Background: an optimization exercise with open tools, aiming at small area. Do not read the settings as production practice. Only simulation tests tie the RTL to the original design; equivalence was not proved. Power is estimated from default activity; no workload was simulated.

## flow/design.v

```verilog
module wb_retire_unit #(
  parameter int DATA_W = 64,
  parameter int DEPTH  = 8,
  localparam int TAG_W = $clog2(DEPTH),
  localparam int OW    = TAG_W + 1
) (
  input  logic              clk,
  input  logic              rst_n,
  input  logic              flush,
  input  logic [1:0]        alloc_req,
  output logic              alloc_ready,
  output logic [TAG_W-1:0]  alloc_tag0,
  output logic [TAG_W-1:0]  alloc_tag1,
  input  logic              comp_valid1,
  input  logic [TAG_W-1:0]  comp_tag1,
  input  logic              comp_wr1,
  input  logic [4:0]        comp_rd1,
  input  logic [DATA_W-1:0] comp_data1,
  input  logic              comp_valid2,
  input  logic [TAG_W-1:0]  comp_tag2,
  input  logic              comp_wr2,
  input  logic [4:0]        comp_rd2,
  input  logic [DATA_W-1:0] comp_data2,
  output logic              wen1,
  output logic              wen2,
  output logic [4:0]        rd_addr1,
  output logic [4:0]        rd_addr2,
  output logic [DATA_W-1:0] write_data1,
  output logic [DATA_W-1:0] write_data2,
  output logic [1:0]        retire_cnt,
  output logic              empty
);
  localparam int EW = DATA_W + 6;   
  localparam int NB = DEPTH / 2;    
  logic [TAG_W-1:0]  head, tail;
  logic [OW-1:0]     occ;
  logic [DEPTH-1:0]  rdy;
  logic [DEPTH-1:0]  par;           
  logic [EW-1:0]     ent [DEPTH];
  logic              s1e, s1o, s2e, s2o;
  logic [NB-1:0]     se, so;        
  logic [DEPTH-1:0]  hd, hd1, td, td1, ret, alloc, hit1, hit2, we1, we2, hold;
  logic              r0, r1;
  logic [1:0]        grant, rcnt;
  logic [EW-1:0]     lane1, lane2;
  assign alloc_ready = occ <= OW'(DEPTH - 2);
  assign alloc_tag0  = tail;
  assign alloc_tag1  = tail + TAG_W'(1);
  assign empty       = occ == '0;
  assign grant       = (alloc_ready && alloc_req != 2'd3) ? alloc_req : 2'd0;
  assign lane1       = {comp_wr1 & (|comp_rd1), comp_rd1, comp_data1};
  assign lane2       = {comp_wr2 & (|comp_rd2), comp_rd2, comp_data2};
  always_comb begin
    for (int i = 0; i < DEPTH; i++) begin
      hd[i]   = head == TAG_W'(i);
      td[i]   = tail == TAG_W'(i);
      hit1[i] = comp_valid1 && comp_tag1 == TAG_W'(i);
      hit2[i] = comp_valid2 && comp_tag2 == TAG_W'(i);
    end
    for (int i = 0; i < DEPTH; i++) begin
      hd1[i] = hd[(i + DEPTH - 1) % DEPTH];   
      td1[i] = td[(i + DEPTH - 1) % DEPTH];
    end
  end
  assign r0   = |(hd & rdy) & (occ != '0);
  assign r1   = r0 & |(hd1 & rdy) & (occ > OW'(1));
  assign rcnt = {r1, r0 & ~r1};
  always_comb begin
    for (int i = 0; i < DEPTH; i++) begin
      ret[i]   = (hd[i] & r0) | (hd1[i] & r1);
      alloc[i] = (grant != 2'd0 && td[i]) || (grant == 2'd2 && td1[i]);
      we1[i]   = hit1[i] & ~ret[i];
      we2[i]   = hit2[i] & ~hit1[i] & ~ret[i];
      hold[i]  = ~((hit1[i] | hit2[i]) & ~ret[i]);
    end
  end
  logic [EW-1:0] ent_d [DEPTH];
  for (genvar i = 0; i < DEPTH; i++) begin : g_slot
    wb_retire_aoi222 #(.W(EW)) u_next (
      .a(we1[i]), .x(lane1), .b(we2[i]), .y(lane2), .c(hold[i]), .z(ent[i]), .o(ent_d[i])
    );
  end
  always_ff @(posedge clk) begin
    for (int i = 0; i < DEPTH; i++) begin
      ent[i] <= ent_d[i];
      par[i] <= ~(hold[i] & par[i]);
    end
  end
  always_ff @(posedge clk) rdy <= ~alloc & ~ret & (rdy | hit1 | hit2);
  always_ff @(posedge clk) begin
    for (int k = 0; k < NB; k++) begin
      so[k] <= hd[2*k] | hd[2*k+1];
      se[k] <= hd[2*k] | hd[(2*k + DEPTH - 1) % DEPTH];
    end
  end
  always_ff @(posedge clk or negedge rst_n) begin
    if (!rst_n) begin
      head <= '0;
      tail <= '0;
      occ  <= '0;
      s1e  <= 1'b0;
      s1o  <= 1'b0;
      s2e  <= 1'b0;
      s2o  <= 1'b0;
    end else if (flush) begin
      head <= '0;
      tail <= '0;
      occ  <= '0;
      s1e  <= 1'b0;
      s1o  <= 1'b0;
      s2e  <= 1'b0;
      s2o  <= 1'b0;
    end else begin
      head <= head + TAG_W'(rcnt);
      tail <= tail + TAG_W'(grant);
      occ  <= occ + OW'(grant) - OW'(rcnt);
      s1e  <= r0 & ~head[0];
      s1o  <= r0 & head[0];
      s2e  <= r1 & head[0];
      s2o  <= r1 & ~head[0];
    end
  end
  logic [EW-1:0] be, bo;
  logic          pe, po;
  always_comb begin
    be = '0;
    bo = '0;
    pe = 1'b0;
    po = 1'b0;
    for (int k = 0; k < NB; k++) begin
      be = be | ({EW{se[k]}} & ent[2*k]);
      bo = bo | ({EW{so[k]}} & ent[2*k+1]);
      pe = pe | (se[k] & par[2*k]);
      po = po | (so[k] & par[2*k+1]);
    end
    be = be ^ {EW{pe}};
    bo = bo ^ {EW{po}};
  end
  logic [EW-2:0] nbe, nbo;
  assign nbe = ~be[EW-2:0];
  assign nbo = ~bo[EW-2:0];
  wb_retire_oai22 #(.W(EW-1)) u_port1 (
    .a(~s1e), .x(nbe), .b(~s1o), .y(nbo), .o({rd_addr1, write_data1})
  );
  wb_retire_oai22 #(.W(EW-1)) u_port2 (
    .a(~s2e), .x(nbe), .b(~s2o), .y(nbo), .o({rd_addr2, write_data2})
  );
  logic wze, wzo, same;
  assign wze  = be[EW-1];
  assign wzo  = bo[EW-1];
  assign same = wze & wzo & (be[EW-2:DATA_W] == bo[EW-2:DATA_W]);
  assign wen1 = ((s1e & wze) | (s1o & wzo)) & ~((s2e | s2o) & same);
  assign wen2 = (s2e & wze) | (s2o & wzo);
  assign retire_cnt = {s2e | s2o, (s1e | s1o) & ~(s2e | s2o)};
endmodule
module wb_retire_aoi222 #(
  parameter int W = 1
) (
  input  logic         a,
  input  logic [W-1:0] x,
  input  logic         b,
  input  logic [W-1:0] y,
  input  logic         c,
  input  logic [W-1:0] z,
  output logic [W-1:0] o
);
  assign o = ~(({W{a}} & x) | ({W{b}} & y) | ({W{c}} & z));
endmodule
module wb_retire_oai22 #(
  parameter int W = 1
) (
  input  logic         a,
  input  logic [W-1:0] x,
  input  logic         b,
  input  logic [W-1:0] y,
  output logic [W-1:0] o
);
  assign o = ~(({W{a}} | x) & ({W{b}} | y));
endmodule
```

## flow/flow/run.sh

```bash
#!/bin/bash
# The standard layout (standard.sh, unchanged synthesis) with two changes:
#  - ports are buffered with sky130_fd_sc_hd__buf_1 instead of the default clkdlybuf4s50_1
#  - the clock tree uses a clkbuf_16 root, clkbuf_8 elsewhere, larger sink clusters and no
#    dummy loads
# The make output goes to flow_make.log here; ORFS's per-step logs stay under orfs/logs.
set -euo pipefail
cd "$(dirname "$0")/.."
export BUFFER_PORTS_ARGS="-buffer_cell sky130_fd_sc_hd__buf_1"
export CTS_ARGS="-sink_clustering_enable -repair_clock_nets -root_buf sky130_fd_sc_hd__clkbuf_16 -buf_list sky130_fd_sc_hd__clkbuf_8 -sink_clustering_size 20 -sink_clustering_max_diameter 60 -dont_use_dummy_load"
bash standard.sh finish > flow_make.log 2>&1
```

## flow/standard.sh

```bash
#!/bin/bash
# synth_recipe.tcl (not shown) runs the flow's synth.tcl, then flattens the netlist and writes it again
# the make line also repeats each setting of config.mk as NAME=value (left out here)
make -C /OpenROAD-flow-scripts/flow DESIGN_CONFIG=/design/flow/config.mk WORK_HOME=/design/flow/orfs CLKGATE_MAP_FILE= SYNTH_SCRIPT=/design/flow/synth_recipe.tcl "${@:-finish}"
```

## flow/config.mk

```make
export PLATFORM = sky130hd
export DESIGN_NAME = wb_retire_unit
export DESIGN_NICKNAME = wb_retire_unit
export VERILOG_FILES = /design/flow/design.v
export SDC_FILE = /design/flow/constraint.sdc
export NUM_CORES = 4
export LEC_CHECK = 0
export CAP_MARGIN = 0
export CORE_MARGIN = 2
export CORE_UTILIZATION = 55
export SLEW_MARGIN = 0
export SYNTH_HIERARCHICAL = 1
export SYNTH_MINIMUM_KEEP_SIZE = 0
```

## flow/constraint.sdc

```tcl
create_clock -name core_clock -period 4.0 [get_ports {clk}]
set_input_delay 0.8000 -clock core_clock [delete_from_list [all_inputs] [get_ports {clk}]]
set_output_delay 0.8000 -clock core_clock [all_outputs]
set_load 0.01 [all_outputs]
```

==> load_flow_metrics.sql, run 1 <==
INSERT INTO impl_metrics (metric_group, metric, value, unit) VALUES
('worst_setup_path', 'required', '3.20', 'ns'),
('timing', 'max-slew-margin-rel', '26.7', '%'),
('global_route', 'global_route_wire_length_before_repair', '154000', 'microns'),
('synthesis', 'synthesis.nets', '2448', ''),
('timing', 'rsz_0062_raised_after_global_routing', 'false', ''),
('worst_setup_path', 'timing_endpoint_of_the_critical_path', 'wen1', ''),
('synthesis', 'syn_area_per_cell', '11.6', 'sq um'),
('worst_setup_path', 'worstSetupStartpointType', 'flop', ''),
('worst_setup_path', 'cpPeakStageDelay', '0.74', 'ns'),
('pwr', 'p_sw_share', '41.0', '%'),
('global_route', 'grt_remaining_overflow', '0', ''),
('cts', 'cts-htree-levels', '2', ''),
('global_route', 'grt_start_max_net_pins', '72', ''),
('worst_setup_path', 'worst-setup-path-type', 'flop to output pin', ''),
('synthesis', 'synth-edff-count', '0', ''),
('pwr', 'clock_share_of_power', '14.3', '%'),
('worst_setup_path', 'critPathMaxFanout', '16', ''),
('route', 'first_pass_iters', '20', ''),
('synthesis', 'seq_area_frac_synth', '45.6', '%'),
('worst_setup_path', 'top_delay_family_on_crit_path', 'compound AO/OA/AOI/OAI gates', ''),
('timing', 'timing.final.hold_violations', '0', ''),
('pwr', 'irDropWorstVdd', '0.497', 'mV'),
('layout', 'drive_above_1_share', '8.39', '%'),
('worst_setup_path', 'r2r.worst_path.cells', '7', ''),
('worst_setup_path', 'cp-startpoint', 'se[1]', ''),
('pwr', 'p_int', '12600', 'uW'),
('synthesis', 'synth_cell_types', '63', ''),
('synthesis', 'synthFlopType', 'sky130_fd_sc_hd__dfxtp_1', ''),
('layout', 'number_of_nets_in_the_layout', '2568', ''),
('route', 'routed_via_density', '8.34', ''),
('route', 'via_count', '25200', ''),
('synthesis', 'synth_register_bits', '598', ''),
('placement', 'gpl.final_weighted_congestion', '0.884', ''),
('cts', 'clkSlewWorstSetupHoldPaths', '0.08', 'ns'),
('synthesis', 'synthesis.instances', '2277', ''),
('cts', 'clk_path_buf_depth', '3', ''),
('cts', 'cts_tree', 'built', ''),
('worst_setup_path', 'regToRegSetupSlack', '0.44', 'ns'),
('synthesis', 'synth_common_cells', '584 x sky130_fd_sc_hd__dfxtp_1, 560 x sky130_fd_sc_hd__a222oi_1, 147 x sky130_fd_sc_hd__a22o_1, 135 x sky130_fd_sc_hd__a221oi_1, 134 x sky130_fd_sc_hd__xor2_1', ''),
('timing', 'timing_max_transition_violations_final', '0', ''),
('worst_setup_path', 'reg2reg_to', 'ent[4][59]', ''),
('die', 'floorplan.core_area', '47500', 'sq um'),
('route', 'route.detailed.wl_per_inst', '34.7', 'microns'),
('pwr', 'netSwitchingPower', '8740', 'uW'),
('worst_setup_path', 'cp_slowest_cell', 'sky130_fd_sc_hd__dfxtp_2', ''),
('worst_setup_path', 'critical_path_buf_inv_count', '2', ''),
('placement', 'dp_wirelength', '59700', 'microns'),
('synthesis', 'synth_cell_area', '26400', 'sq um'),
('worst_setup_path', 'cp.depth', '7', ''),
('die', 'floorplan.die_area', '49800', 'sq um'),
('timing', 'worst_slew_pin_slew', '1.10', 'ns'),
('timing', 'max_freq', '252', 'MHz'),
('pwr', 'leak', '0.0110', 'uW'),
('die', 'start_util', '55.6', '%'),
('synthesis', 'yosysTopAreaCell', 'sky130_fd_sc_hd__dfxtp_1', ''),
('pwr', 'seq_power_share', '42.4', '%'),
('route', 'drt-total-wl', '105000', 'microns'),
('job', 'number_of_max_capacitance_violations_reported', '0', ''),
('pwr', 'power_per_cell_area', '767', 'nW/um^2'),
('status', 'run_status', 'complete, no violations', ''),
('pwr', 'share_of_power_burned_in_combinational_logic', '43.3', '%'),
('worst_setup_path', 'critical_path.cell_chain', 'buf_4 > a22oi_1 > a211o_1 > o211ai_1 > nand4b_1 > o41a_1 > buf_1', ''),
('placement', 'port_buffers', '302', ''),
('hold_path', 'timing.hold.worst.class', 'primary input to asynchronous set/reset pin', ''),
('timing', 'period_share', '99.0', '%'),
('die', 'floorplan.io_pins', '303', ''),
('synthesis', 'netlist.area_leader.share', '44.2', '%'),
('timing', 'setup-violations-final', '0', ''),
('cts', 'cts.sinks', '598', ''),
('die', 'die_y', '223', 'microns'),
('synthesis', 'yosys-top-cells-area', 'sky130_fd_sc_hd__dfxtp_1 44%, sky130_fd_sc_hd__a222oi_1 21%, sky130_fd_sc_hd__buf_6 5.5%', '');
## sequential cells by signal (all words and copies together), names as in the netlist
signal	flops
s1e	1
s1o	1
occ	4
par	8
s2o	1
so	4
s2e	1
rdy	8
head	3
ent	560
se	4
tail	3
## cell type report
type                       instances  area [sq um]
fill                            4117         19700
multi-input combinational       1350         12100
sequential                       598         12100
timing repair buffer             386          2120
tap                              615           769
clock buffer                      44           662
inverter                          17          63.8
antenna                            9          22.5
## worst register-to-register path, cell delays in order, from the launching register on
cell,delay [ns]
sky130_fd_sc_hd__dfrtp_1,0.71
sky130_fd_sc_hd__mux2i_1,0.24
sky130_fd_sc_hd__o21ai_0,0.18
sky130_fd_sc_hd__o32ai_2,0.53
sky130_fd_sc_hd__nor2_1,0.21
sky130_fd_sc_hd__nor2_4,0.82
sky130_fd_sc_hd__buf_4,0.55
sky130_fd_sc_hd__a222oi_1,0.19
## logic make-up (layout without fill, tap and decap cells)
kind of cell             count (synthesis)  after routing  synth area share (%)
AO/OA/AOI/OAI                         1063           1063                  36.6
multiplexers                             6              6                 0.331
other                                    0              9                     0
buffers and inverters                  329            447                  9.35
flip-flops                             598            598                  45.6
adder cells (fa/ha/maj)                 18             18                 0.966
XOR/XNOR                               142            142                  4.70
AND/OR/NAND/NOR                        121            121                  2.45
## layer usage
metal	part of all wire [%]	routed length, microns	global-route usage, %
met1	38	39700	53.1
met2	45	47200	62.7
met3	13	13400	8.07
met4	4.1	4310	19.0
met5	0.045	47	0
## worst min-delay path by stage
stage	depth (start not counted)	startpoint	end	slack, ns
floorplan	1	par[4]	par[4]	0.36
global placement	1	par[4]	par[4]	0.37
detailed placement	1	par[4]	par[4]	0.37
CTS	1	rst_n	head[0]	0.30
global route	1	rst_n	head[0]	0.33
finish	1	rst_n	head[0]	0.29
## power groups by stage
stage               sequential, uW  combinational (uW)  clock [uW]
finish                        9050                9240        3050
global route                  9240                9820        3270
CTS                           8990                9010        3090
detailed placement            9080                8980           0
global placement              9040                8770           0
floorplan                     8740                6560           0
## per-stage QoR
step	instances	instance area (sq um)	setup WS [ns]	util (%)
finish	3019	27800	0.0387	58.5
global route	3012	27800	0.0420	58.5
CTS	3010	27800	0.129	58.5
detailed placement	2966	27100	0.522	57.1
global placement	2966	27100	0.580	57.1
floorplan	2277	26400	0.887	-
## what timing repair did
action | 4_1_cts | 5_1_grt
setup buffers | 0 | 0
resized for setup | 0 | 2
setup endpoints to repair | 0 | 5
## cells in the final DEF, fill, tap and decap left out, types with 5 or more instances in the layout
cell type,n
sky130_fd_sc_hd__dfxtp_1,576
sky130_fd_sc_hd__a222oi_1,560
sky130_fd_sc_hd__buf_1,302
sky130_fd_sc_hd__a22o_1,145
sky130_fd_sc_hd__a221oi_1,135
sky130_fd_sc_hd__xor2_1,134
sky130_fd_sc_hd__o22ai_1,118
sky130_fd_sc_hd__buf_4,55
sky130_fd_sc_hd__clkbuf_8,39
sky130_fd_sc_hd__buf_12,28
sky130_fd_sc_hd__nand2_1,24
sky130_fd_sc_hd__o22ai_2,20
sky130_fd_sc_hd__nor2_1,18
sky130_fd_sc_hd__nor2b_1,17
sky130_fd_sc_hd__ha_1,14
sky130_fd_sc_hd__dfrtp_1,14
sky130_fd_sc_hd__inv_1,13
sky130_fd_sc_hd__nand3_1,12
sky130_fd_sc_hd__o21ai_0,10
sky130_fd_sc_hd__a22oi_1,10
sky130_fd_sc_hd__diode_2,9
sky130_fd_sc_hd__xnor2_1,8
sky130_fd_sc_hd__a21oi_4,8
sky130_fd_sc_hd__dfxtp_2,8
sky130_fd_sc_hd__a211oi_1,7
sky130_fd_sc_hd__o211ai_1,7
sky130_fd_sc_hd__nand2b_1,6
sky130_fd_sc_hd__and2_1,6
sky130_fd_sc_hd__a31oi_1,5
sky130_fd_sc_hd__a211o_1,5
sky130_fd_sc_hd__clkbuf_16,5
==> inputs of run 2 (changes only) <==
--- a/flow/design.v
+++ b/flow/design.v
@@ -33,20 +33,25 @@
   localparam int EW = DATA_W + 6;   
   localparam int NB = DEPTH / 2;    
   logic [TAG_W-1:0]  head, tail;
-  logic [OW-1:0]     occ;
+  logic              full;          
   logic [DEPTH-1:0]  rdy;
   logic [DEPTH-1:0]  par;           
   logic [EW-1:0]     ent [DEPTH];
   logic              s1e, s1o, s2e, s2o;
   logic [NB-1:0]     se, so;        
-  logic [DEPTH-1:0]  hd, hd1, td, td1, ret, alloc, hit1, hit2, we1, we2, hold;
-  logic              r0, r1;
+  logic [DEPTH-1:0]  hd, hd1, td, td1, td2, ret, alloc, hit1, hit2, we1, we2, hold;
+  logic              r0, r1, occ0, occ1, occ6, occ7, occ_ge2;
   logic [1:0]        grant, rcnt;
   logic [EW-1:0]     lane1, lane2;
-  assign alloc_ready = occ <= OW'(DEPTH - 2);
+  assign occ0        = ~full & |(hd & td);     
+  assign occ1        = ~full & |(hd1 & td);    
+  assign occ6        = ~full & |(hd & td2);    
+  assign occ7        = ~full & |(hd & td1);    
+  assign occ_ge2     = ~occ0 & ~occ1;
+  assign alloc_ready = ~full & ~occ7;
   assign alloc_tag0  = tail;
   assign alloc_tag1  = tail + TAG_W'(1);
-  assign empty       = occ == '0;
+  assign empty       = occ0;
   assign grant       = (alloc_ready && alloc_req != 2'd3) ? alloc_req : 2'd0;
   assign lane1       = {comp_wr1 & (|comp_rd1), comp_rd1, comp_data1};
   assign lane2       = {comp_wr2 & (|comp_rd2), comp_rd2, comp_data2};
@@ -59,15 +64,16 @@
     end
     for (int i = 0; i < DEPTH; i++) begin
       hd1[i] = hd[(i + DEPTH - 1) % DEPTH];   
-      td1[i] = td[(i + DEPTH - 1) % DEPTH];
+      td1[i] = td[(i + DEPTH - 1) % DEPTH];   
+      td2[i] = td[(i + DEPTH - 2) % DEPTH];   
     end
   end
-  assign r0   = |(hd & rdy) & (occ != '0);
-  assign r1   = r0 & |(hd1 & rdy) & (occ > OW'(1));
+  assign r0   = |(hd & rdy) & ~occ0;
+  assign r1   = r0 & |(hd1 & rdy) & occ_ge2;
   assign rcnt = {r1, r0 & ~r1};
   always_comb begin
     for (int i = 0; i < DEPTH; i++) begin
-      ret[i]   = (hd[i] & r0) | (hd1[i] & r1);
+      ret[i]   = rdy[i] & (hd[i] | (hd1[i] & rdy[(i + DEPTH - 1) % DEPTH]));
       alloc[i] = (grant != 2'd0 && td[i]) || (grant == 2'd2 && td1[i]);
       we1[i]   = hit1[i] & ~ret[i];
       we2[i]   = hit2[i] & ~hit1[i] & ~ret[i];
@@ -97,7 +103,7 @@
     if (!rst_n) begin
       head <= '0;
       tail <= '0;
-      occ  <= '0;
+      full <= 1'b0;
       s1e  <= 1'b0;
       s1o  <= 1'b0;
       s2e  <= 1'b0;
@@ -105,7 +111,7 @@
     end else if (flush) begin
       head <= '0;
       tail <= '0;
-      occ  <= '0;
+      full <= 1'b0;
       s1e  <= 1'b0;
       s1o  <= 1'b0;
       s2e  <= 1'b0;
@@ -113,7 +119,7 @@
     end else begin
       head <= head + TAG_W'(rcnt);
       tail <= tail + TAG_W'(grant);
-      occ  <= occ + OW'(grant) - OW'(rcnt);
+      full <= ~r0 & (full | (grant == 2'd2 && occ6));
       s1e  <= r0 & ~head[0];
       s1o  <= r0 & head[0];
       s2e  <= r1 & head[0];
==> run 2 against run 1 <==
Compared with the run above: clock power is 2% higher; still clean on timing, DRC and antenna; flip-flop and latch count is 3 lower; sequential power is 7.3% lower; total power is 25% lower; critical path depth is 1 lower.
==> load_flow_metrics.sql, run 2 <==
INSERT INTO impl_metrics (metric_group, metric, value, unit) VALUES
('synthesis', 'synthFlopType', 'sky130_fd_sc_hd__dfxtp_1', ''),
('synthesis', 'synthMostInstantiatedCell', 'sky130_fd_sc_hd__dfxtp_1', ''),
('die', 'start_util', '55.6', '%'),
('layout', 'top_registers', 'ent: 560 flops, par: 8 flops, rdy: 8 flops', ''),
('cts', 'cts_root_buffer', 'sky130_fd_sc_hd__clkbuf_16', ''),
('worst_setup_path', 'r2r.worst_path.cells', '7', ''),
('cts', 'post_cts.resized_instances', '0', ''),
('cts', 'cts_setup_buffers', '0', ''),
('layout', 'mostFrequentLayoutCells', '576 x sky130_fd_sc_hd__dfxtp_1, 560 x sky130_fd_sc_hd__a222oi_1, 302 x sky130_fd_sc_hd__buf_1, 143 x sky130_fd_sc_hd__a22o_1, 138 x sky130_fd_sc_hd__xor2_1', ''),
('route', 'drt-total-wl', '102000', 'microns'),
('route', 'route.detailed.wl_per_inst', '33.8', 'microns'),
('timing', 'layout_setup_ws', '0.103', 'ns'),
('cts', 'cts.sinks', '595', ''),
('worst_setup_path', 'timing.rr.start', 'head[1]', ''),
('worst_setup_path', 'reg2reg_to', 'ent[2][33]', ''),
('synthesis', 'synth-edff-count', '0', ''),
('layout', 'final-seq-area', '12000', 'sq um'),
('layout', 'flip_flop_count_of_the_largest_register_all_copies_and_words_added', '560', ''),
('route', 'first_pass_iters', '12', ''),
('cts', 'clkSlewWorstSetupHoldPaths', '0.12', 'ns'),
('cts', 'tritoncts_buffers', '46', ''),
('layout', 'number_of_nets_in_the_layout', '2556', ''),
('pwr', 'netSwitchingPower', '5440', 'uW'),
('die', 'floorplan.rows', '80', ''),
('pwr', 'seq_power_share', '52.7', '%'),
('die', 'die_w', '223', 'microns'),
('placement', 'dp_wirelength', '55700', 'microns'),
('global_route', 'global_route_wire_length_before_repair', '153000', 'microns'),
('layout', 'final_common_cell', 'sky130_fd_sc_hd__dfxtp_1', ''),
('synthesis', 'synthesis.nets', '2460', ''),
('placement', 'gpl.final_weighted_congestion', '0.846', ''),
('worst_setup_path', 'worst-setup-path-type', 'flop to output pin', ''),
('synthesis', 'seq_area_frac_synth', '45.2', '%'),
('timing', 'max-slew-margin-rel', '17.8', '%'),
('synthesis', 'syn_area_per_cell', '11.5', 'sq um'),
('synthesis', 'synth_cell_area', '26500', 'sq um'),
('timing', 'worst_slew_pin_slew', '1.23', 'ns'),
('worst_setup_path', 'setup.worst_path.end_class', 'output pin', ''),
('worst_setup_path', 'required', '3.20', 'ns'),
('timing', 'hold-worst-slack', '0.223', 'ns'),
('job', 'number_of_max_capacitance_violations_reported', '0', ''),
('route', 'ant_nets', '0', ''),
('worst_setup_path', 'worstSetupStartpointType', 'flop', ''),
('synthesis', 'synthArstFlopShare', '1.85', '%'),
('pwr', 'clock_share_of_power', '19.6', '%'),
('global_route', 'grt_start_max_net_pins', '72', ''),
('worst_setup_path', 'critPathMaxFanout', '32', ''),
('status', 'run_status', 'complete, no violations', ''),
('timing', 'max_freq', '257', 'MHz'),
('route', 'post-route-drc-count', '0', ''),
('synthesis', 'synth_common_cells', '584 x sky130_fd_sc_hd__dfxtp_1, 560 x sky130_fd_sc_hd__a222oi_1, 143 x sky130_fd_sc_hd__a22o_1, 138 x sky130_fd_sc_hd__xor2_1, 135 x sky130_fd_sc_hd__a221oi_1', ''),
('synthesis', 'yosys-top-cells-area', 'sky130_fd_sc_hd__dfxtp_1 44%, sky130_fd_sc_hd__a222oi_1 21%, sky130_fd_sc_hd__buf_6 5.7%', ''),
('pwr', 'power_per_cell_area', '575', 'nW/um^2'),
('route', 'first_drt_iteration_drcs', '5623', ''),
('synthesis', 'yosysTopAreaCell', 'sky130_fd_sc_hd__dfxtp_1', ''),
('hold_path', 'timing.hold.worst.class', 'primary input to asynchronous set/reset pin', ''),
('synthesis', 'netlist.area_leader.share', '44.2', '%'),
('layout', 'largest_reg_by_ff_count', 'ent', ''),
('global_route', 'grt_pass1_vias', '24500', ''),
('placement', 'worst_setup_slack_before_clock_tree_synthesis', '0.850', 'ns'),
('worst_setup_path', 'cp_data_arrival_time', '3.10', 'ns'),
('cts', 'cts_tree', 'built', ''),
('timing', 'period_share', '97.4', '%'),
('route', 'via_count', '25000', ''),
('die', 'floorplan.die_area', '49900', 'sq um'),
('pwr', 'irDropWorstVdd', '0.327', 'mV'),
('pwr', 'p_sw_share', '34.2', '%'),
('synthesis', 'yosysWarnings', '10', ''),
('pwr', 'post-layout-total-power', '15900', 'uW'),
('global_route', 'grt_antenna_before_repair', '17', ''),
('placement', 'port_buffers', '302', ''),
('die', 'floorplan.io_pins', '303', ''),
('layout', 'drive_above_1_share', '7.65', '%'),
('pwr', 'p_int', '10500', 'uW'),
('timing', 'finalCriticalPeriod', '3.90', 'ns'),
('synthesis', 'synth_cell_types', '71', ''),
('placement', 'dp.cells', '2960', ''),
('cts', 'hold_buffer_count_at_cts', '0', ''),
('layout', 'area_growth', '4.45', '%'),
('cts', 'clk_path_buf_depth', '3', ''),
('pwr', 'leak', '0.0109', 'uW'),
('timing', 'timing.final.hold_violations', '0', ''),
('route', 'routed_via_density', '8.27', ''),
('worst_setup_path', 'cpPeakStageDelay', '0.72', 'ns'),
('die', 'die_y', '223', 'microns'),
('pwr', 'share_of_power_burned_in_combinational_logic', '27.7', '%'),
('synthesis', 'synth_register_bits', '595', ''),
('worst_setup_path', 'regToRegSetupSlack', '0.90', 'ns'),
('synthesis', 'synthesis.instances', '2297', ''),
('cts', 'clk-insertion-delay-late', '0.60', 'ns'),
('timing', 'setup-violations-final', '0', ''),
('worst_setup_path', 'critical_path.cell_chain', 'buf_12 > buf_4 > a221oi_1 > xor2_1 > o22ai_1 > buf_1', ''),
('layout', 'multi_input_comb_area', '12200', 'sq um'),
('global_route', 'globalRouteTotalUtil', '39.3', '%'),
('timing', 'rsz_0062_raised_after_global_routing', 'false', ''),
('die', 'floorplan.core_area', '47600', 'sq um'),
('timing', 'timing_max_transition_violations_final', '0', ''),
('global_route', 'grt_remaining_overflow', '0', ''),
('layout', 'layout.cells.non_filler', '3017', ''),
('timing', 'worst_clock_skew', '0.0556', 'ns'),
('layout', 'fillerInstances', '4105', ''),
('worst_setup_path', 'cp_slowest_cell', 'sky130_fd_sc_hd__dfxtp_2', ''),
('cts', 'cts-htree-levels', '2', ''),
('timing', 'timing.setup.tns', '0', 'ns');
[run 2: kinds of logic (layout without fill, tap and decap cells)]
logic type	Yosys count	count (layout)	share of synthesized area, %
AO/OA/AOI/OAI	1074	1074	36.9
flip-flops	595	595	45.2
buffers and inverters	337	431	9.53
XOR/XNOR	140	140	4.63
AND/OR/NAND/NOR	135	135	2.89
adder cells (fa/ha/maj)	10	10	0.529
multiplexers	6	6	0.335
other	0	11	0
[run 2: per-layer routing]
metal / track usage [%] / vias to the layer above / part of all wire, %
met5: 0 / - / 0.072
met1: 51.3 / 12400 / 39
met3: 9.11 / 273 / 12
li1: - / 10300 / -
met2: 62.2 / 2002 / 45
met4: 17.2 / 12 / 3.6
[run 2: final cells by class]
type,count,area share [%]
flip-flops and latches,595,43.3
diodes,11,0.0995
inverters,15,0.204
clock buffers,46,2.49
multi-input cells,1365,44.0
repair buffers,370,7.12
well taps,615,2.78
[run 2: power by group through the flow]
stage	Clock (uW)	Sequential (uW)	Combinational (uW)
after floorplan	0	8230	3180
after global placement	0	8410	4170
after detailed placement	0	8460	4310
after CTS	3160	8350	4320
after global routing	3360	8550	4760
final	3120	8390	4410
[run 2: worst max path at each step]
stage / startpoint / end / slack [ns] / cells after the start
after floorplan: tail[0] / tail[2] / 1.15 / 12
after global placement: se[2] / wen1 / 0.88 / 7
after detailed placement: se[2] / wen1 / 0.85 / 7
after CTS: se[2] / wen1 / 0.23 / 7
after global routing: so[0] / wen1 / 0.04 / 7
final: se[1] / write_data2[0] / 0.10 / 6
[run 2: metrics by stage]
stage / cell area (sq um) / utilization, %
floorplan: 26500 / -
global placement: 26900 / 56.5
detailed placement: 26900 / 56.5
CTS: 27600 / 58.0
global route: 27700 / 58.0
finish: 27700 / 58.0
[run 2: worst max-delay path, delay by kind of cell, from the launching register on]
kind	cells	cell delay, ns
buf+inv	3	0.89
flops	1	0.72
xor+xnor	1	0.50
compound gates	2	0.35
==> inputs of run 3 (changes only) <==
==> flow/flow/run.sh (replaced) <==
#!/bin/bash
# The standard layout (standard.sh, unchanged synthesis) with two changes:
#  - ports are buffered with sky130_fd_sc_hd__buf_1 instead of the default clkdlybuf4s50_1
#  - the clock tree uses a clkbuf_16 root, clkbuf_8 elsewhere, sink clusters of at most 14 and no
#    dummy loads
# The make output goes to flow_make.log here; ORFS's per-step logs stay under orfs/logs.
set -euo pipefail
cd "$(dirname "$0")/.."
export BUFFER_PORTS_ARGS="-buffer_cell sky130_fd_sc_hd__buf_1"
export CTS_ARGS="-sink_clustering_enable -repair_clock_nets -root_buf sky130_fd_sc_hd__clkbuf_16 -buf_list sky130_fd_sc_hd__clkbuf_8 -sink_clustering_size 14 -sink_clustering_max_diameter 50 -dont_use_dummy_load"
bash standard.sh finish > flow_make.log 2>&1
--- a/flow/config.mk
+++ b/flow/config.mk
@@ -6,8 +6,10 @@
 export NUM_CORES = 4
 export LEC_CHECK = 0
 export CAP_MARGIN = 0
+export CELL_PAD_IN_SITES_DETAIL_PLACEMENT = 1
+export CELL_PAD_IN_SITES_GLOBAL_PLACEMENT = 1
 export CORE_MARGIN = 2
-export CORE_UTILIZATION = 55
+export CORE_UTILIZATION = 50
 export SLEW_MARGIN = 0
 export SYNTH_HIERARCHICAL = 1
 export SYNTH_MINIMUM_KEEP_SIZE = 0
==> run 3 against run 2 <==
Compared with the run above: die area up 9.8%; total power is 5.4% higher; clock skew shrank 0.0082 ns; critical endpoint is now write_data2[1]; largest cell class unchanged; combinational power rose by 2%.
==> load_flow_metrics.sql, run 3 <==
INSERT INTO impl_metrics (metric_group, metric, value, unit) VALUES
('status', 'run_status', 'complete, no violations', ''),
('pwr', 'share_of_power_burned_in_combinational_logic', '26.8', '%'),
('synthesis', 'synth_cell_area', '26500', 'sq um'),
('die', 'die_y', '234', 'microns'),
('timing', 'worst_slew_pin_slew', '1.26', 'ns'),
('timing', 'worst_clock_skew', '0.0474', 'ns'),
('worst_setup_path', 'cp-startpoint', 'so[2]', ''),
('layout', 'largest_reg_by_ff_count', 'ent', ''),
('pwr', 'power_per_cell_area', '595', 'nW/um^2'),
('layout', 'final_common_cell', 'sky130_fd_sc_hd__dfxtp_1', ''),
('timing', 'timing_max_transition_violations_final', '0', ''),
('cts', 'clk_path_buf_depth', '3', ''),
('synthesis', 'combinational_family_with_the_most_area_after_synthesis', 'compound AO/OA/AOI/OAI gates', ''),
('cts', 'post_cts.resized_instances', '0', ''),
('timing', 'max-slew-margin-rel', '16.2', '%'),
('cts', 'clkSlewWorstSetupHoldPaths', '0.09', 'ns'),
('synthesis', 'muxShareOfSynthArea', '0.335', '%'),
('layout', 'layout.cells.non_filler', '3114', ''),
('die', 'floorplan.io_pins', '303', ''),
('global_route', 'global_route_wire_length_before_repair', '161000', 'microns'),
('route', 'routed_via_density', '8.17', ''),
('cts', 'clk-insertion-delay-late', '0.60', 'ns'),
('die', 'start_util', '50.5', '%'),
('synthesis', 'synth_cell_types', '71', ''),
('worst_setup_path', 'critPathMaxFanout', '35', ''),
('layout', 'fillerInstances', '5543', ''),
('placement', 'worst_setup_slack_before_clock_tree_synthesis', '0.850', 'ns'),
('cts', 'cts_tree', 'built', ''),
('worst_setup_path', 'timing.rr.start', 'tail[0]', ''),
('route', 'first_drt_iteration_drcs', '5829', ''),
('placement', 'port_buffers', '302', ''),
('worst_setup_path', 'worstSetupStartpointType', 'flop', ''),
('cts', 'cts.sinks', '595', ''),
('layout', 'top_registers', 'ent: 560 flops, par: 8 flops, rdy: 8 flops', ''),
('die', 'die_w', '234', 'microns'),
('worst_setup_path', 'r2r.worst_path.cells', '11', ''),
('route', 'ant_nets', '0', ''),
('pwr', 'netSwitchingPower', '5730', 'uW'),
('die', 'floorplan.die_area', '54800', 'sq um'),
('synthesis', 'synthesis.instances', '2297', ''),
('layout', 'area_growth', '6.46', '%'),
('synthesis', 'yosys-top-cells-area', 'sky130_fd_sc_hd__dfxtp_1 44%, sky130_fd_sc_hd__a222oi_1 21%, sky130_fd_sc_hd__buf_6 5.7%', ''),
('synthesis', 'synthMostInstantiatedCell', 'sky130_fd_sc_hd__dfxtp_1', ''),
('timing', 'period_share', '98.3', '%'),
('synthesis', 'seq_area_frac_synth', '45.2', '%'),
('placement', 'dp_wirelength', '59900', 'microns'),
('route', 'via_count', '25500', ''),
('layout', 'number_of_nets_in_the_layout', '2580', ''),
('route', 'first_pass_iters', '14', ''),
('worst_setup_path', 'regToRegSetupSlack', '0.94', 'ns'),
('timing', 'layout_setup_ws', '0.0672', 'ns'),
('synthesis', 'syn_area_per_cell', '11.5', 'sq um'),
('pwr', 'p_sw_share', '34.2', '%'),
('synthesis', 'synth_compound_gate_area_share', '36.9', '%'),
('global_route', 'grt_pass1_vias', '25100', ''),
('layout', 'drive_above_1_share', '8.61', '%'),
('route', 'route.detailed.wl_per_inst', '35.5', 'microns'),
('cts', 'hold_buffer_count_at_cts', '0', ''),
('worst_setup_path', 'required', '3.20', 'ns'),
('job', 'number_of_max_capacitance_violations_reported', '0', ''),
('synthesis', 'post_synth_fa_ha_maj_area_fraction', '0.529', '%'),
('worst_setup_path', 'setup.worst_path.end_class', 'output pin', ''),
('synthesis', 'synth_register_bits', '595', ''),
('pwr', 'irDropWorstVdd', '0.308', 'mV'),
('pwr', 'clock_share_of_power', '22.8', '%'),
('worst_setup_path', 'cp.depth', '6', ''),
('timing', 'max_freq', '254', 'MHz'),
('worst_setup_path', 'reg2reg_to', 'tail[2]', ''),
('cts', 'cts_setup_buffers', '0', ''),
('worst_setup_path', 'critical_path.cell_chain', 'buf_4 > a22o_1 > a221oi_1 > xor2_1 > o22ai_1 > buf_1', ''),
('synthesis', 'synthesis.nets', '2460', ''),
('synthesis', 'fraction_of_synthesized_cell_area_in_xor_and_xnor_cells', '4.63', '%'),
('timing', 'hold-worst-slack', '0.200', 'ns'),
('worst_setup_path', 'worst-setup-path-type', 'flop to output pin', ''),
('synthesis', 'netlist.area_leader.share', '44.2', '%'),
('die', 'floorplan.rows', '84', ''),
('cts', 'cts_root_buffer', 'sky130_fd_sc_hd__clkbuf_16', ''),
('global_route', 'grt_antenna_before_repair', '12', ''),
('worst_setup_path', 'cp_data_arrival_time', '3.13', 'ns'),
('synthesis', 'yosysWarnings', '10', ''),
('die', 'floorplan.core_area', '52400', 'sq um'),
('worst_setup_path', 'top_delay_family_on_crit_path', 'buffers and inverters', ''),
('timing', 'timing.final.hold_violations', '0', ''),
('layout', 'fin_util', '53.8', '%'),
('synthesis', 'synthArstFlopShare', '1.85', '%'),
('pwr', 'leak', '0.0111', 'uW'),
('synthesis', 'yosysTopAreaCell', 'sky130_fd_sc_hd__dfxtp_1', ''),
('layout', 'flip_flop_count_of_the_largest_register_all_copies_and_words_added', '560', ''),
('cts', 'cts-htree-levels', '3', ''),
('global_route', 'grt_start_max_net_pins', '72', ''),
('worst_setup_path', 'cp_slowest_cell', 'sky130_fd_sc_hd__dfxtp_2', ''),
('synthesis', 'synthFlopType', 'sky130_fd_sc_hd__dfxtp_1', ''),
('timing', 'timing.setup.tns', '0', 'ns'),
('timing', 'finalCriticalPeriod', '3.93', 'ns'),
('route', 'drt-total-wl', '111000', 'microns'),
('synthesis', 'synth-simple-area-share', '2.89', '%'),
('worst_setup_path', 'cpPeakStageDelay', '0.75', 'ns'),
('pwr', 'seq_power_share', '50.4', '%'),
('route', 'post-route-drc-count', '0', ''),
('pwr', 'p_int', '11000', 'uW'),
('placement', 'dp.cells', '3036', ''),
('timing', 'rsz_0062_raised_after_global_routing', 'false', ''),
('placement', 'gpl.final_weighted_congestion', '0.861', ''),
('synthesis', 'synth_common_cells', '584 x sky130_fd_sc_hd__dfxtp_1, 560 x sky130_fd_sc_hd__a222oi_1, 143 x sky130_fd_sc_hd__a22o_1, 138 x sky130_fd_sc_hd__xor2_1, 135 x sky130_fd_sc_hd__a221oi_1', ''),
('cts', 'tritoncts_buffers', '67', ''),
('timing', 'setup-violations-final', '0', ''),
('layout', 'mostFrequentLayoutCells', '576 x sky130_fd_sc_hd__dfxtp_1, 560 x sky130_fd_sc_hd__a222oi_1, 302 x sky130_fd_sc_hd__buf_1, 143 x sky130_fd_sc_hd__a22o_1, 138 x sky130_fd_sc_hd__xor2_1', ''),
('global_route', 'grt_remaining_overflow', '0', ''),
('hold_path', 'timing.hold.worst.class', 'primary input to asynchronous set/reset pin', ''),
('global_route', 'globalRouteTotalUtil', '38.6', '%'),
('worst_setup_path', 'critical_path_buf_inv_count', '2', ''),
('synthesis', 'synth-edff-count', '0', '');
[run 3: changes by cell type in the layout (fill, tap and decap cells not counted), moves of 2 or more]
cell	previous run	this run
sky130_fd_sc_hd__buf_4	42	38
sky130_fd_sc_hd__clkbuf_8	41	58
sky130_fd_sc_hd__nand2_4	3	1
sky130_fd_sc_hd__nand2_2	0	2
sky130_fd_sc_hd__clkbuf_16	5	9
sky130_fd_sc_hd__buf_12	26	33
[run 3: worst max-delay path by stage]
stage	to
3_3_place_gp	write_data2[1]
3_5_place_dp	write_data2[1]
5_1_grt	write_data2[1]
4_1_cts	write_data2[1]
6_report	write_data2[1]
2_1_floorplan	tail[2]
[run 3: stage by stage]
stage	area (sq um)	total power [uW]
2_1_floorplan	26500	11400
3_3_place_gp	27100	12700
3_5_place_dp	27100	12900
4_1_cts	28200	16700
5_1_grt	28200	17500
6_report	28200	16800
[run 3: logic make-up (layout without fill, tap and decap cells)]
| group | Yosys count | count (layout) |
|---|---|---|
| muxes | 6 | 6 |
| DFF | 595 | 595 |
| adders and majority gates | 10 | 10 |
| AOI/OAI and AO/OA | 1074 | 1074 |
| xor gates and xnor gates | 140 | 140 |
| other | 0 | 11 |
| and+or+nand+nor | 135 | 135 |
| buffers and inverters | 337 | 455 |
[run 3: final cells by class]
class	instances	area, sq um	area share, %
flip-flops and latches	595	12000	42.5
diodes	11	27.5	0.0976
clock buffers	67	1020	3.63
inverters	15	56.3	0.200
repair buffers	373	2080	7.38
multi-input cells	1365	12200	43.2
well taps	688	861	3.05
[run 3: power groups by stage]
stage | clock, uW | combinational (uW) | sequential, uW
finish | 3820 | 4490 | 8460
global route | 4090 | 4800 | 8600
CTS | 3860 | 4410 | 8410
detailed placement | 0 | 4400 | 8500
global placement | 0 | 4250 | 8430
floorplan | 0 | 3180 | 8230
[run 3: layer usage]
| layer | wire [microns] | GRT usage [%] |
|---|---|---|
| met5 | 37 | 0 |
| met4 | 4300 | 17.3 |
| met3 | 13500 | 8.03 |
| met2 | 50400 | 61.1 |
| met1 | 42400 | 50.7 |

afterwards: timing with drivers on the ports:
No port has a modelled driver above. Below, the same layouts with a new extraction and two added sets of constraints. Step 1: set_driving_cell puts a clkbuf_16 on clk and a buf_2 on each other input, an assumption about the parent block. Step 2 moves the port delays by t, midway between the first and last clock arrival at a register: inputs arrive t later, outputs are due t later. That takes back most of the time a late clock gives input paths. Slacks: ideal ports / drivers / drivers and shift; pairs: ideal ports / drivers.
run	t, ns	setup WS [ns]	cell pins on the clock port's net
run 1	0.624	0.039 / -0.021 / 0.438	1
run 2	0.629	0.103 / 0.034 / 0.664	1
run 3	0.629	0.067 / 0.005 / 0.634	1
After both steps every run listed still meets setup and hold.
